Background: an optimization exercise with open tools, aiming at small area and a short achievable clock period. Do not read the settings as production practice. Power and IR drop assume default switching activity.

==> module bmp_filter, before the edit <==
module bmp_filter
(
  input  logic       dut_if,
  input  logic       reset_ind,
  input  logic       in_valid,
  input  bmp_pkg::word_t      in_data,
  input  bmp_pkg::mode_t      mode,
  input  logic [7:0] proc_val,
  output logic       out_valid,
  output bmp_pkg::word_t      out_data,
  output logic       frame_done
);
  logic [4:0]  s;
  logic [29:0] cnt;       
  logic        lastf;     
  logic        thr;       
  logic        bri;       
  logic [7:0]  pv;        
  logic [9:0]  nl;        
  logic [31:0] h, t;
  logic        hv, tv;
  logic        h_pix, h_k0, h_k1;
  logic        t_pix, t_k0, t_k1;
  logic        cr;        
  logic pix, s0, s1, s01, last;
  assign pix  = s[4];
  assign s0   = (s == 5'd0);
  assign s1   = (s == 5'd1);
  assign s01  = (s[4:1] == 4'd0);          
  assign last = lastf && !s01;
  always_ff @(posedge dut_if) begin
    if (in_valid && s0) begin
      thr <= (mode == bmp_pkg::MODE_THRESHOLD);
      bri <= (mode == bmp_pkg::MODE_BRIGHTNESS);
      pv  <= proc_val;
    end
    nl <= ~(10'({pv, 1'b0}) + 10'(pv) + 10'd2);
  end
  logic        dec;
  logic [29:0] cnt_dec;
  always_comb begin
    logic [5:0] bz;
    logic       z;
    bz[0] = 1'b1;
    for (int k = 1; k < 6; k++) bz[k] = bz[k-1] && (cnt[6*(k-1) +: 6] == 6'd0);
    for (int k = 0; k < 5; k++) begin
      z = bz[k];
      for (int i = 0; i < 6; i++) begin
        cnt_dec[6*k+i] = cnt[6*k+i] ^ (dec && z);
        z = z && !cnt[6*k+i];
      end
    end
  end
  always_ff @(posedge dut_if) begin
    dec <= in_valid && !s01;
    cnt[13:0]  <= s0 ? {in_data[7:0], in_data[15:10]} : cnt_dec[13:0];
    cnt[29:14] <= s1 ? {in_data[23:16], in_data[31:24]} : cnt_dec[29:14];
    if (in_valid) lastf <= !s01 && (cnt[29:3] == 27'd0) && (cnt[2:0] == {2'b10, dec});
    if (reset_ind) begin
      s <= 5'd0;
    end else if (in_valid) begin
      if (last)                    s <= 5'd0;
      else if (s == 5'd13)         s <= 5'b10000;
      else if (pix && s[1])        s <= 5'b10000;
      else                         s <= s + 5'd1;
    end
  end
  logic [1:0] n, held;
  logic       pop_now, pop_in, pop, h_ld, t_ld;
  assign n       = 2'(hv) + 2'(tv);
  assign held    = pix ? s[1:0] : 2'd0;
  assign pop_now = hv && (n > held);
  assign pop_in  = hv && pix && s[1];
  assign pop     = pop_now || (pop_in && in_valid);
  assign h_ld    = pop_now || !hv || (pop_in && in_valid);
  assign t_ld    = pop_now || !hv || !tv || (pop_in && in_valid);
  function automatic logic ge1024(input logic [10:0] x, input logic [10:0] y,
                                  input logic [10:0] z);
    logic [10:0] s1, c1;
    logic [11:0] tt;
    s1 = x ^ y ^ z;
    c1 = (x & y) | (x & z) | (y & z);
    tt = 12'(s1) + {c1, 1'b0};
    ge1024 = tt[10];
  endfunction
  logic [7:0]  t3, t2, t1, t0;
  logic [10:0] tv11;
  logic        tq, t_thr;
  logic [31:0] hin;
  assign {t3, t2, t1, t0} = t;
  always_comb begin
    logic [7:0]  m, qs, qc, vs, vc;
    m    = t_k0 ? t3 : t0;
    qs   = t2 ^ t1 ^ m;
    qc   = (t2 & t1) | (t2 & m) | (t1 & m);
    tq   = ge1024(11'(qs), {2'b00, qc, 1'b0}, 11'(nl));
    m    = t_k1 ? t1 : 8'd0;
    vs   = t0 ^ m ^ nl[7:0];
    vc   = (t0 & m) | (t0 & nl[7:0]) | (m & nl[7:0]);
    tv11 = {1'b0, nl[9:8], vs} + {2'b00, vc, 1'b0};
  end
  assign t_thr = thr && t_pix;
  assign hin   = t_thr ? {t[31:12], tq, tv11} : t;
  logic [31:0] tin;
  assign tin = {in_valid ? in_data[31:16] : 16'd0, in_data[15:0]};
  always_ff @(posedge dut_if) begin
    if (h_ld) begin
      h <= hin;
      {h_pix, h_k0, h_k1} <= {t_pix, t_k0, t_k1};
    end
    if (t_ld) begin
      t <= tin;
      {t_pix, t_k0, t_k1} <=
        {pix, pix && s[1:0] == 2'd0, pix && s[0]};
    end
    if (reset_ind) begin
      hv <= 1'b0;
      tv <= 1'b0;
    end else begin
      if (h_ld) hv <= tv;
      if (t_ld) tv <= in_valid;
    end
  end
  logic ub, ul, hq;
  assign hq = h[11];
  assign ub = ge1024(h[10:0], 11'(t[31:24]), 11'(t[23:16]));
  assign ul = ge1024(h[10:0], 11'(t[31:24]), 11'd0);
  logic [7:0]  pe;
  logic [31:0] odata;
  assign pe = (bri && h_pix) ? pv : 8'd0;
  always_comb begin
    for (int j = 0; j < 4; j++) begin
      logic [8:0] sum;
      sum = 9'(h[8*j +: 8]) + 9'(pe);
      if (sum[8] != pe[7]) odata[8*j +: 8] = {8{sum[8]}};
      else                 odata[8*j +: 8] = sum[7:0];
    end
    if (thr && h_pix)
      odata = {{8{h_k0 ? hq : cr}}, {8{h_k1 ? cr : hq}}, {8{h_k1 ? ul : hq}},
               {8{h_k0 ? ub : (h_k1 ? ul : hq)}}};
  end
  always_ff @(posedge dut_if) begin
    out_data <= odata;
    if (pop) cr <= h_k0 ? ub : ul;
    if (reset_ind) begin
      out_valid  <= 1'b0;
      frame_done <= 1'b0;
    end else begin
      out_valid  <= pop;
      frame_done <= out_valid && s0 && !hv && !tv;
    end
  end
endmodule
export LEC_CHECK = 0
export ABC_CLOCK_PERIOD_IN_PS = 2500
export CAP_MARGIN = 20
export CORE_MARGIN = 2
export CORE_UTILIZATION = 40
export CTS_BUF_LIST = sky130_fd_sc_hd__clkbuf_4 sky130_fd_sc_hd__clkbuf_8
export SLEW_MARGIN = 20
create_clock -name core_clock -period 10.0 [get_ports {dut_if}]
standard.sh (not shown) runs the stock make flow with config.mk's settings and CLKGATE_MAP_FILE= SYNTH_SCRIPT=/design/flow/synth_recipe.tcl, a recipe that flattens the netlist after the stock synthesis.
==> flow/flow/run.sh <==
#!/bin/bash
# Standard ORFS layout with two changes: ports are buffered with the
# smallest buffer (the resizer still upsizes where timing needs it), and
# repair_timing aims for 7 ns of setup slack, so that the achieved period
# is pushed well below the 10 ns clock.
set -euo pipefail
bash standard.sh 'BUFFER_PORTS_ARGS=-buffer_cell sky130_fd_sc_hd__buf_1' SETUP_SLACK_MARGIN=7 finish > standard_flow.log 2>&1
The first run ran to the end with no violations.
Next try:
--- a/flow/design.v
+++ b/flow/design.v
@@ -25,32 +25,33 @@
 );
   logic [4:0]  s;
   logic [29:0] cnt;       
   logic        lastf;     
   logic        thr;       
   logic        bri;       
-  logic [7:0]  pv;        
-  logic [9:0]  nl;        
+  logic [9:0]  pv;        
   logic [31:0] h, t;
   logic        hv, tv;
-  logic        h_pix, h_k0, h_k1;
-  logic        t_pix, t_k0, t_k1;
+  logic        h_pix, h_k0, h_k1, h_last;
+  logic        t_pix, t_k0, t_k1, t_last;
   logic        cr;        
+  logic        out_last;
   logic pix, s0, s1, s01, last;
   assign pix  = s[4];
   assign s0   = (s == 5'd0);
   assign s1   = (s == 5'd1);
   assign s01  = (s[4:1] == 4'd0);          
   assign last = lastf && !s01;
   always_ff @(posedge dut_if) begin
     if (in_valid && s0) begin
       thr <= (mode == bmp_pkg::MODE_THRESHOLD);
       bri <= (mode == bmp_pkg::MODE_BRIGHTNESS);
-      pv  <= proc_val;
+      pv  <= {2'b00, proc_val};
+    end else if (in_valid && s1 && thr) begin
+      pv  <= ~(10'({pv[7:0], 1'b0}) + 10'(pv[7:0]) + 10'd2);
     end
-    nl <= ~(10'({pv, 1'b0}) + 10'(pv) + 10'd2);
   end
   logic        dec;
   logic [29:0] cnt_dec;
   always_comb begin
     logic [5:0] bz;
     logic       z;
@@ -93,41 +94,43 @@
     logic [11:0] tt;
     s1 = x ^ y ^ z;
     c1 = (x & y) | (x & z) | (y & z);
     tt = 12'(s1) + {c1, 1'b0};
     ge1024 = tt[10];
   endfunction
+  logic [9:0] nl;
+  assign nl = pv;
   logic [7:0]  t3, t2, t1, t0;
   logic [10:0] tv11;
   logic        tq, t_thr;
   logic [31:0] hin;
   assign {t3, t2, t1, t0} = t;
   always_comb begin
     logic [7:0]  m, qs, qc, vs, vc;
     m    = t_k0 ? t3 : t0;
-    qs   = t2 ^ t1 ^ m;
-    qc   = (t2 & t1) | (t2 & m) | (t1 & m);
-    tq   = ge1024(11'(qs), {2'b00, qc, 1'b0}, 11'(nl));
+    qs   = t2 ^ t1 ^ nl[7:0];
+    qc   = (t2 & t1) | (t2 & nl[7:0]) | (t1 & nl[7:0]);
+    tq   = ge1024({1'b0, nl[9:8], qs}, {2'b00, qc, 1'b0}, 11'(m));
     m    = t_k1 ? t1 : 8'd0;
     vs   = t0 ^ m ^ nl[7:0];
     vc   = (t0 & m) | (t0 & nl[7:0]) | (m & nl[7:0]);
     tv11 = {1'b0, nl[9:8], vs} + {2'b00, vc, 1'b0};
   end
   assign t_thr = thr && t_pix;
   assign hin   = t_thr ? {t[31:12], tq, tv11} : t;
   logic [31:0] tin;
   assign tin = {in_valid ? in_data[31:16] : 16'd0, in_data[15:0]};
   always_ff @(posedge dut_if) begin
     if (h_ld) begin
       h <= hin;
-      {h_pix, h_k0, h_k1} <= {t_pix, t_k0, t_k1};
+      {h_pix, h_k0, h_k1, h_last} <= {t_pix, t_k0, t_k1, t_last};
     end
     if (t_ld) begin
       t <= tin;
-      {t_pix, t_k0, t_k1} <=
-        {pix, pix && s[1:0] == 2'd0, pix && s[0]};
+      {t_pix, t_k0, t_k1, t_last} <=
+        {pix, pix && s[1:0] == 2'd0, pix && s[0], last};
     end
     if (reset_ind) begin
       hv <= 1'b0;
       tv <= 1'b0;
     end else begin
       if (h_ld) hv <= tv;
@@ -137,13 +140,13 @@
   logic ub, ul, hq;
   assign hq = h[11];
   assign ub = ge1024(h[10:0], 11'(t[31:24]), 11'(t[23:16]));
   assign ul = ge1024(h[10:0], 11'(t[31:24]), 11'd0);
   logic [7:0]  pe;
   logic [31:0] odata;
-  assign pe = (bri && h_pix) ? pv : 8'd0;
+  assign pe = (bri && h_pix) ? pv[7:0] : 8'd0;
   always_comb begin
     for (int j = 0; j < 4; j++) begin
       logic [8:0] sum;
       sum = 9'(h[8*j +: 8]) + 9'(pe);
       if (sum[8] != pe[7]) odata[8*j +: 8] = {8{sum[8]}};
       else                 odata[8*j +: 8] = sum[7:0];
@@ -151,16 +154,17 @@
     if (thr && h_pix)
       odata = {{8{h_k0 ? hq : cr}}, {8{h_k1 ? cr : hq}}, {8{h_k1 ? ul : hq}},
                {8{h_k0 ? ub : (h_k1 ? ul : hq)}}};
   end
   always_ff @(posedge dut_if) begin
     out_data <= odata;
+    out_last <= h_last;
     if (pop) cr <= h_k0 ? ub : ul;
     if (reset_ind) begin
       out_valid  <= 1'b0;
       frame_done <= 1'b0;
     end else begin
       out_valid  <= pop;
-      frame_done <= out_valid && s0 && !hv && !tv;
+      frame_done <= out_valid && out_last;
     end
   end
 endmodule
Outcome:
- The new run completed with no timing, DRC or antenna violations
- fmax goes up by a few percent
- non-clock buffer count goes up by 5
- utilization goes down by 0.78 points
- power goes up by a few percent
- sequential power barely changes
- routed wire length goes up by a few percent
- final area goes up slightly
- worst setup slack is better by 0.17 ns
- via count goes up by a few percent
- sequential share of layout area goes down by 1.2 points
- cell count goes up by a few percent
- synthesized area goes up by a few percent
Function was not checked in any run of this note: the RTL went through the layout flow alone.

static timing again, ports no longer ideal:
The flow's constraints put no driver on any port. The routed layouts listed below were extracted and timed again, unchanged, in two steps. Step 1, drivers: a clkbuf_16 drives dut_if and a buf_2 each remaining input, both assumed. Step 2 times the ports against the registers' clock, not the clock port: input delays grow and output delays shrink by t, the midpoint of the rising clock arrivals with the driver on. a / b / c = no drivers / after step 1 / after step 2; a / b = the first two.
run	t, ns	setup WS [ns]	clock arrival spread, ns	worst register clock-pin slew, ns	pins driven straight from the clock port
the first run	0.485	6.853 / 6.853 / 6.688	0.018 / 0.018	0.09 / 0.09	1
the second run	0.506	7.020 / 7.020 / 6.582	0.020 / 0.019	0.10 / 0.10	1
After both steps setup and hold are still met in every run listed. For the second run, which loses most, drivers alone change the setup slack by 0.000 ns; drivers and shift together by -0.438 ns.
